Context: an optimization exercise on an open-source flow, tuned for small area and a short achievable clock period. The choices shown serve that exercise and are no tape-out recipe.
Only simulation tests tie the RTL to the original design; equivalence was not proved.
The clock port is modelled as an ideal driver; clocking choices that lean on that would not hold on a real chip.
Power is estimated from default activity; no workload was simulated.

==> inputs of indigo <==
Design cache_top, start of the top module:
module cache_top
(
	input  logic                     clk,
	input  logic                     reset,
	input  logic [32-1:0] address,
	input  logic                     read_signal,
	input  logic                     write_signal,
	input  logic [64-1:0]  write_data,
	output logic                     hit,
	output logic                     read_hit,
	output logic                     write_hit,
	output logic                     halt_hit,
	output logic [8-1:0] read_data
);
	localparam int NBYTE = 64 / 8;
	logic [8-1:0]  way_match;
	logic [8-1:0]  way_match_n;
	logic [8-1:0]  way_valid_r;
	logic [8-1:0]  way_halt_match;
	logic [8-1:0]  way_valid;
	logic [8-1:0]  way_touched;
	logic [8-1:0][1:0] way_match_rn;
	logic [8-1:0]  way_match_hn;
	logic                    hit_int;
	logic [8-1:0][8-1:0][1:0] way_byte_none;
	logic [3-1:0]  index;
	logic [3-1:0] offset;
	logic [8-1:0]     set_sel;
	logic [NBYTE-1:0]           offset_sel_n;
	logic                    access;
	logic                    store;
	assign index  = address[3 +: 3];
	assign offset = address[3-1:0];
	assign access = read_signal || write_signal;
	assign hit_int = !(&way_match_n);
	assign store   = write_signal || (read_signal && !hit_int);
	assign way_match   = ~way_match_n;
	assign way_valid_r = way_valid & {8{read_signal}};
  ...
Settings: LEC_CHECK=0, CAP_MARGIN=20, CORE_MARGIN=2, CORE_UTILIZATION=60, CTS_BUF_LIST=sky130_fd_sc_hd__clkbuf_16, CTS_CLUSTER_DIAMETER=70, CTS_CLUSTER_SIZE=24, SETUP_SLACK_MARGIN=5, SLEW_MARGIN=20, SYNTH_HIERARCHICAL=1, TNS_END_PERCENT=10; clock period 13.0 ns.
standard.sh (not shown) runs the stock make flow with config.mk's settings and CLKGATE_MAP_FILE= SYNTH_SCRIPT=/design/flow/synth_recipe.tcl, a recipe that flattens the netlist after the stock synthesis.
==> flow/flow/run.sh <==
#!/bin/bash
# Own layout flow: the standard ORFS flow (standard.sh, with the standard
# synthesis unchanged) with extra ORFS settings for the layout steps:
#  - MATCH_CELL_FOOTPRINT=0 lets the resizer swap a cell for any cell of the
#    same function, not only cells of the same footprint.
#  - POST_CTS_TCL (post_cts.tcl here) upsizes the gates that drive the
#    output buffers and runs one more timing repair after CTS.
#  - BUFFER_PORTS_ARGS places the port buffers as plain buffers; by default
#    they are delay cells (clkdlybuf4s50_1), which the footprint rule then
#    keeps slow on the paths from the inputs and to the outputs.
# Each tool's output goes to its log under orfs/logs; make's own output goes
# to flow_make.log in this folder.
set -euo pipefail
cd "$(dirname "$0")/.."
bash standard.sh MATCH_CELL_FOOTPRINT=0 \
	"BUFFER_PORTS_ARGS=-buffer_cell sky130_fd_sc_hd__buf_6" \
	"POST_CTS_TCL=$PWD/flow/post_cts.tcl" \
	finish > flow_make.log 2>&1
Other scripts of this flow, unchanged in this note and not shown: flow/flow/post_cts.tcl
==> fjord (differences from indigo) <==
--- a/flow/design.v
+++ b/flow/design.v
@@ -9,15 +9,14 @@
 module g_nand2 (input logic a, b, output logic y); assign y = ~(a & b); endmodule
 module g_nand3 (input logic a, b, c, output logic y); assign y = ~(a & b & c); endmodule
 module g_nand4 (input logic a, b, c, d, output logic y); assign y = ~(a & b & c & d); endmodule
 module g_nor2 (input logic a, b, output logic y); assign y = ~(a | b); endmodule
 module g_nor3 (input logic a, b, c, output logic y); assign y = ~(a | b | c); endmodule
 module g_xor2 (input logic a, b, output logic y); assign y = a ^ b; endmodule
 module g_o22ai (input logic a1, a2, b1, b2, output logic y); assign y = ~((a1 | a2) & (b1 | b2)); endmodule
-module g_a21oi (input logic a1, a2, b1, output logic y); assign y = ~((a1 & a2) | b1); endmodule
 module sel_tree
 #(
 	parameter int N      = 32,
 	parameter int LEVELS = 5      
 )
 (
 	input  logic [2*N-1:0] sel_n,
@@ -51,24 +50,24 @@
 	endgenerate
 	assign zero_seen = lvl[LEVELS-1][1:0];
 endmodule
 module cache_way
 (
 	input  logic                                     clk,
 	input  logic [32-1:0]                 address,
-	input  logic [8-1:0]                 offset_sel_n,
+	input  logic [8*8-1:0]     byte_sel_n,
 	input  logic                                     valid,
 	input  logic                                     valid_r,
 	input  logic [8-1:0]                   write_enable,
 	input  cache_pkg::cache_line_t                   write_data,
 	output logic                                     match_n,
 	output logic                                     match_hn,
-	output logic [1:0]                               match_rn,
+	output logic                                     match_rn,
 	output logic                                     halt_match,
-	output logic [8-1:0][1:0]            byte_none
+	output logic [8-1:0][1:0]            byte_zero
 );
 	localparam int KEY_W = 22 + 4;
 	localparam int NBYTE = 64 / 8;
 	logic [3-1:0]  index;
 	logic [KEY_W-1:0]           addr_key;
 	logic [KEY_W-1:0]           key_q  [8];
 	cache_pkg::cache_line_t     line_q [8];
@@ -86,36 +85,28 @@
 				begin
 					key_q[s]  <= addr_key;
 					line_q[s] <= write_data;
 				end
 			end
 		end
 	endgenerate
-	logic [8-1:0]     line_sel_n;
 	generate
 		for (genvar i = 0; i < 3; i++)
 		begin : g_index_n
 			g_inv u (.a(index[i]), .y(index_n[i]));
 		end
 		for (genvar s = 0; s < 8; s++)
 		begin : g_dec
-			g_nand3 u_key
+			g_nand3 u
 			(
 				.a (s[0] ? index[0] : index_n[0]),
 				.b (s[1] ? index[1] : index_n[1]),
 				.c (s[2] ? index[2] : index_n[2]),
 				.y (set_sel_n[s])
 			);
-			g_nand3 u_line
-			(
-				.a (s[0] ? index[0] : index_n[0]),
-				.b (s[1] ? index[1] : index_n[1]),
-				.c (s[2] ? index[2] : index_n[2]),
-				.y (line_sel_n[s])
-			);
 		end
 	endgenerate
 	generate
 		for (genvar b = 0; b < KEY_W; b++)
 		begin : g_key
 			logic [8-1:0] kb;
 			logic [1:0]             zero_seen;
@@ -139,47 +130,35 @@
 		g_nand2 u_l1_last (.a(eq[24]), .b(eq[25]), .y(l1[8]));
 		for (genvar i = 0; i < 3; i++)
 		begin : g_l2
 			g_nor3 u (.a(l1[3*i]), .b(l1[3*i+1]), .c(l1[3*i+2]), .y(l2[i]));
 		end
 		g_nand4 u_match   (.a(l2[0]), .b(l2[1]), .c(l2[2]), .d(valid),   .y(match_n));
 		g_nand4 u_match_h (.a(l2[0]), .b(l2[1]), .c(l2[2]), .d(valid),   .y(match_hn));
-		g_nand4 u_match_r0 (.a(l2[0]), .b(l2[1]), .c(l2[2]), .d(valid_r), .y(match_rn[0]));
-		g_nand4 u_match_r1 (.a(l2[0]), .b(l2[1]), .c(l2[2]), .d(valid_r), .y(match_rn[1]));
+		g_nand4 u_match_r (.a(l2[0]), .b(l2[1]), .c(l2[2]), .d(valid_r), .y(match_rn));
 	endgenerate
 	generate
 		logic halt_eq_n;
 		logic valid_n;
 		g_nand4 u_halt_eq (.a(eq[0]), .b(eq[1]), .c(eq[2]), .d(eq[3]), .y(halt_eq_n));
 		g_inv   u_valid_n (.a(valid), .y(valid_n));
 		g_nor2  u_halt    (.a(halt_eq_n), .b(valid_n), .y(halt_match));
 	endgenerate
-	logic [64-1:0] line_n;
-	generate
-		for (genvar i = 0; i < 64; i++)
-		begin : g_line
-			logic [8-1:0] lb;
-			logic [1:0]             zero_none;
-			for (genvar s = 0; s < 8; s++)
-			begin : g_lb
-				assign lb[s] = line_q[s][i];
-			end
-			sel_tree #(.N(8 / 2), .LEVELS(2)) u_sel (.sel_n(line_sel_n), .d(lb), .zero_seen(zero_none));
-			g_nand2 u_bit (.a(zero_none[0]), .b(zero_none[1]), .y(line_n[i]));
-		end
-	endgenerate
 	generate
 		for (genvar b = 0; b < 8; b++)
 		begin : g_byte
-			logic [NBYTE-1:0] db;
-			for (genvar o = 0; o < NBYTE; o++)
-			begin : g_o
-				assign db[o] = line_n[o*8+b];
+			logic [8*NBYTE-1:0] db;
+			for (genvar s = 0; s < 8; s++)
+			begin : g_s
+				for (genvar o = 0; o < NBYTE; o++)
+				begin : g_o
+					assign db[s*NBYTE+o] = line_q[s][o*8+b];
+				end
 			end
-			sel_tree #(.N(NBYTE / 2), .LEVELS(2)) u_sel (.sel_n(offset_sel_n), .d(db), .zero_seen(byte_none[b]));
+			sel_tree #(.N(8 * NBYTE / 2), .LEVELS(5)) u_sel (.sel_n(byte_sel_n), .d(db), .zero_seen(byte_zero[b]));
 		end
 	endgenerate
 endmodule
 `default_nettype wire
 `timescale 1ns/1ps
 `default_nettype none
 module lru_replace
@@ -260,17 +239,17 @@
 endmodule
 `default_nettype wire
 `timescale 1ns/1ps
 `default_nettype none
 module hit_select
 (
 	input  logic [8-1:0]                     match_hn,
-	input  logic [8-1:0][1:0]                match_rn,
+	input  logic [8-1:0]                     match_rn,
 	input  logic [8-1:0]                     halt_match,
-	input  logic [8-1:0][8-1:0][1:0] byte_none,
+	input  logic [8-1:0][8-1:0][1:0] byte_zero,
 	input  logic                                       read_signal,
 	input  logic                                       write_signal,
 	output logic                                       hit,
 	output logic                                       read_hit,
 	output logic                                       write_hit,
 	output logic                                       halt_hit,
 	output logic [8-1:0]                   read_data
@@ -298,15 +277,15 @@
 	generate
 		for (genvar b = 0; b < 8; b++)
 		begin : g_bit
 			logic [8-1:0] way_bit;
 			logic [3:0]             pair_n;
 			for (genvar w = 0; w < 8; w++)
 			begin : g_way
-				g_a21oi u (.a1(byte_none[w][b][0]), .a2(byte_none[w][b][1]), .b1(match_rn[w][b / 4]), .y(way_bit[w]));
+				g_nor3 u (.a(match_rn[w]), .b(byte_zero[w][b][0]), .c(byte_zero[w][b][1]), .y(way_bit[w]));
 			end
 			for (genvar i = 0; i < 4; i++)
 			begin : g_pair
 				g_nor2 u (.a(way_bit[2*i]), .b(way_bit[2*i+1]), .y(pair_n[i]));
 			end
 			g_nand4 u_or (.a(pair_n[0]), .b(pair_n[1]), .c(pair_n[2]), .d(pair_n[3]), .y(read_data[b]));
 		end
@@ -332,22 +311,23 @@
 	localparam int NBYTE = 64 / 8;
 	logic [8-1:0]  way_match;
 	logic [8-1:0]  way_match_n;
 	logic [8-1:0]  way_valid_r;
 	logic [8-1:0]  way_halt_match;
 	logic [8-1:0]  way_valid;
 	logic [8-1:0]  way_touched;
-	logic [8-1:0][1:0] way_match_rn;
+	logic [8-1:0]  way_match_rn;
 	logic [8-1:0]  way_match_hn;
 	logic                    hit_int;
-	logic [8-1:0][8-1:0][1:0] way_byte_none;
+	logic [8-1:0][8-1:0][1:0] way_byte_zero;
 	logic [3-1:0]  index;
 	logic [3-1:0] offset;
 	logic [8-1:0]     set_sel;
-	logic [NBYTE-1:0]           offset_sel_n;
+	logic [NBYTE-1:0]           offset_sel;
+	logic [8*NBYTE-1:0] byte_sel_n;
 	logic                    access;
 	logic                    store;
 	assign index  = address[3 +: 3];
 	assign offset = address[3-1:0];
 	assign access = read_signal || write_signal;
 	assign hit_int = !(&way_match_n);
 	assign store   = write_signal || (read_signal && !hit_int);
@@ -356,57 +336,80 @@
 	always_comb
 	begin
 		for (int s = 0; s < 8; s++)
 		begin
 			set_sel[s] = (index == s);
 		end
 	end
+	logic [3-1:0]  index_n;
 	logic [3-1:0] offset_n;
+	logic [8-1:0]     set_hot;
 	generate
 		for (genvar i = 0; i < 3; i++)
+		begin : g_index_n
+			g_inv u (.a(index[i]), .y(index_n[i]));
+		end
+		for (genvar i = 0; i < 3; i++)
 		begin : g_offset_n
 			g_inv u (.a(offset[i]), .y(offset_n[i]));
 		end
+		for (genvar s = 0; s < 8; s++)
+		begin : g_set_hot
+			g_nor3 u
+			(
+				.a (s[0] ? index_n[0] : index[0]),
+				.b (s[1] ? index_n[1] : index[1]),
+				.c (s[2] ? index_n[2] : index[2]),
+				.y (set_hot[s])
+			);
+		end
 		for (genvar o = 0; o < NBYTE; o++)
-		begin : g_offset_sel
-			g_nand3 u
+		begin : g_offset_hot
+			g_nor3 u
 			(
-				.a (o[0] ? offset[0] : offset_n[0]),
-				.b (o[1] ? offset[1] : offset_n[1]),
-				.c (o[2] ? offset[2] : offset_n[2]),
-				.y (offset_sel_n[o])
+				.a (o[0] ? offset_n[0] : offset[0]),
+				.b (o[1] ? offset_n[1] : offset[1]),
+				.c (o[2] ? offset_n[2] : offset[2]),
+				.y (offset_sel[o])
 			);
 		end
+		for (genvar s = 0; s < 8; s++)
+		begin : g_byte_s
+			for (genvar o = 0; o < NBYTE; o++)
+			begin : g_byte_o
+				g_nand2 u (.a(set_hot[s]), .b(offset_sel[o]), .y(byte_sel_n[s*NBYTE+o]));
+			end
+		end
 	endgenerate
 	generate
 		for (genvar w = 0; w < 8; w++)
 		begin : g_way
 			cache_way way_inst
 			(
 				.clk          (clk),
 				.address      (address),
-				.offset_sel_n (offset_sel_n),
+				.byte_sel_n   (byte_sel_n),
 				.valid        (way_valid[w]),
 				.valid_r      (way_valid_r[w]),
 				.write_enable ({8{store && way_touched[w]}} & set_sel),
 				.write_data   (write_data),
 				.match_n      (way_match_n[w]),
 				.match_hn     (way_match_hn[w]),
 				.match_rn     (way_match_rn[w]),
 				.halt_match   (way_halt_match[w]),
-				.byte_none    (way_byte_none[w])
+				.byte_zero    (way_byte_zero[w])
 			);
 		end
 	endgenerate
 	hit_select hit_select_inst
 	(
 		.match_hn     (way_match_hn),
 		.match_rn     (way_match_rn),
 		.halt_match   (way_halt_match),
-		.byte_none    (way_byte_none),
+		.byte_zero    (way_byte_zero),
 		.read_signal  (read_signal),
 		.write_signal (write_signal),
 		.hit          (hit),
 		.read_hit     (read_hit),
 		.write_hit    (write_hit),
 		.halt_hit     (halt_hit),
 		.read_data    (read_data)
==> cedar (differences from indigo) <==
--- a/flow/design.v
+++ b/flow/design.v
@@ -58,15 +58,15 @@
 	input  logic [8-1:0]                 offset_sel_n,
 	input  logic                                     valid,
 	input  logic                                     valid_r,
 	input  logic [8-1:0]                   write_enable,
 	input  cache_pkg::cache_line_t                   write_data,
 	output logic                                     match_n,
 	output logic                                     match_hn,
-	output logic [1:0]                               match_rn,
+	output logic                                     match_rn,
 	output logic                                     halt_match,
 	output logic [8-1:0][1:0]            byte_none
 );
 	localparam int KEY_W = 22 + 4;
 	localparam int NBYTE = 64 / 8;
 	logic [3-1:0]  index;
 	logic [KEY_W-1:0]           addr_key;
@@ -139,16 +139,15 @@
 		g_nand2 u_l1_last (.a(eq[24]), .b(eq[25]), .y(l1[8]));
 		for (genvar i = 0; i < 3; i++)
 		begin : g_l2
 			g_nor3 u (.a(l1[3*i]), .b(l1[3*i+1]), .c(l1[3*i+2]), .y(l2[i]));
 		end
 		g_nand4 u_match   (.a(l2[0]), .b(l2[1]), .c(l2[2]), .d(valid),   .y(match_n));
 		g_nand4 u_match_h (.a(l2[0]), .b(l2[1]), .c(l2[2]), .d(valid),   .y(match_hn));
-		g_nand4 u_match_r0 (.a(l2[0]), .b(l2[1]), .c(l2[2]), .d(valid_r), .y(match_rn[0]));
-		g_nand4 u_match_r1 (.a(l2[0]), .b(l2[1]), .c(l2[2]), .d(valid_r), .y(match_rn[1]));
+		g_nand4 u_match_r (.a(l2[0]), .b(l2[1]), .c(l2[2]), .d(valid_r), .y(match_rn));
 	endgenerate
 	generate
 		logic halt_eq_n;
 		logic valid_n;
 		g_nand4 u_halt_eq (.a(eq[0]), .b(eq[1]), .c(eq[2]), .d(eq[3]), .y(halt_eq_n));
 		g_inv   u_valid_n (.a(valid), .y(valid_n));
 		g_nor2  u_halt    (.a(halt_eq_n), .b(valid_n), .y(halt_match));
@@ -260,15 +259,15 @@
 endmodule
 `default_nettype wire
 `timescale 1ns/1ps
 `default_nettype none
 module hit_select
 (
 	input  logic [8-1:0]                     match_hn,
-	input  logic [8-1:0][1:0]                match_rn,
+	input  logic [8-1:0]                     match_rn,
 	input  logic [8-1:0]                     halt_match,
 	input  logic [8-1:0][8-1:0][1:0] byte_none,
 	input  logic                                       read_signal,
 	input  logic                                       write_signal,
 	output logic                                       hit,
 	output logic                                       read_hit,
 	output logic                                       write_hit,
@@ -298,15 +297,15 @@
 	generate
 		for (genvar b = 0; b < 8; b++)
 		begin : g_bit
 			logic [8-1:0] way_bit;
 			logic [3:0]             pair_n;
 			for (genvar w = 0; w < 8; w++)
 			begin : g_way
-				g_a21oi u (.a1(byte_none[w][b][0]), .a2(byte_none[w][b][1]), .b1(match_rn[w][b / 4]), .y(way_bit[w]));
+				g_a21oi u (.a1(byte_none[w][b][0]), .a2(byte_none[w][b][1]), .b1(match_rn[w]), .y(way_bit[w]));
 			end
 			for (genvar i = 0; i < 4; i++)
 			begin : g_pair
 				g_nor2 u (.a(way_bit[2*i]), .b(way_bit[2*i+1]), .y(pair_n[i]));
 			end
 			g_nand4 u_or (.a(pair_n[0]), .b(pair_n[1]), .c(pair_n[2]), .d(pair_n[3]), .y(read_data[b]));
 		end
@@ -332,15 +331,15 @@
 	localparam int NBYTE = 64 / 8;
 	logic [8-1:0]  way_match;
 	logic [8-1:0]  way_match_n;
 	logic [8-1:0]  way_valid_r;
 	logic [8-1:0]  way_halt_match;
 	logic [8-1:0]  way_valid;
 	logic [8-1:0]  way_touched;
-	logic [8-1:0][1:0] way_match_rn;
+	logic [8-1:0]  way_match_rn;
 	logic [8-1:0]  way_match_hn;
 	logic                    hit_int;
 	logic [8-1:0][8-1:0][1:0] way_byte_none;
 	logic [3-1:0]  index;
 	logic [3-1:0] offset;
 	logic [8-1:0]     set_sel;
 	logic [NBYTE-1:0]           offset_sel_n;
==> notes.md <==
grt met3 use -> 0.0928
crit-path max cell delay -> 0.35 ns
Reg2Reg Depth -> 16
Horiz. Die Dim -> 603 um
multi-input gates -> 6,508
R2R Path End -> g_way[5].way_inst.line_q[0][1]$_DFFE_PP_
final non-filler cell total -> 18.5k
post-synthesis simple-gate area fraction -> 0.0537
initial antenna violation count -> 26
hold path startpoint -> lru_replace_inst.state_q[1][13]$_DFFE_PP_
routability cong. -> 0.845
status -> finished clean
(the above is from indigo)
==> notes.md <==
Reg2Reg Depth -> 16
routability cong. -> 0.871
status -> finished clean
post-synthesis simple-gate area fraction -> 0.0535
crit-path max cell delay -> 0.32 ns
initial antenna violation count -> 43
Horiz. Die Dim -> 603 um
final non-filler cell total -> 18.4k
multi-input gates -> 6,495
R2R Path End -> g_way[4].way_inst.line_q[2][35]$_DFFE_PP_
clk pwr -> 10,400 uW
max reg flops -> 4,096
grt met3 use -> 0.0729
busiest grt layer -> met2
(the above is from cedar)
==> notes.md <==
status -> finished clean
max_slew headroom -> 0.210
Slew Limit Fails -> 0
R2R Path End -> g_way[7].way_inst.line_q[2][35]$_DFFE_PP_
Horiz. Die Dim -> 602 um
crit-path max cell delay -> 0.34 ns
multi-input gates -> 6,496
Reg2Reg Depth -> 13
post-synthesis simple-gate area fraction -> 0.0613
top cell type by total area after synthesis -> edfxtp_1
CTS tree -> yes
routability cong. -> 0.870
initial antenna violation count -> 51
final non-filler cell total -> 18.3k
hold path startpoint -> lru_replace_inst.state_q[7][1]$_DFFE_PP_
(the above is from fjord)

-- afterwards: timing with drivers on the ports --
The flow's constraints put no driver on any port. The routed layouts listed below were extracted and timed again, unchanged, in two steps.
Step 1, drivers: a clkbuf_16 drives clk and a buf_2 each remaining input, both assumed.
Step 2 times the ports against the registers' clock, not the clock port: input delays grow and output delays shrink by t, the midpoint of the rising clock arrivals with the driver on.
Three values: ideal ports, drivers, drivers and shift; two values: the first two.
run | t (ns) | setup WS [ns] | clock arrival spread, ns | worst register clock-pin slew, ns | pins driven straight from the clock port
indigo | 1.087 | 4.427 / 3.863 / 3.365 | 0.075 / 0.075 | 0.11 / 0.11 | 1
fjord | 1.111 | 4.548 / 4.040 / 3.736 | 0.061 / 0.061 | 0.10 / 0.10 | 1
cedar | 1.096 | 4.476 / 3.969 / 3.589 | 0.046 / 0.046 | 0.10 / 0.10 | 1
After both steps setup and hold are still met in every run listed. The setup slack of indigo, which loses most, moves by -0.564 ns with the drivers and by -1.062 ns with both steps.
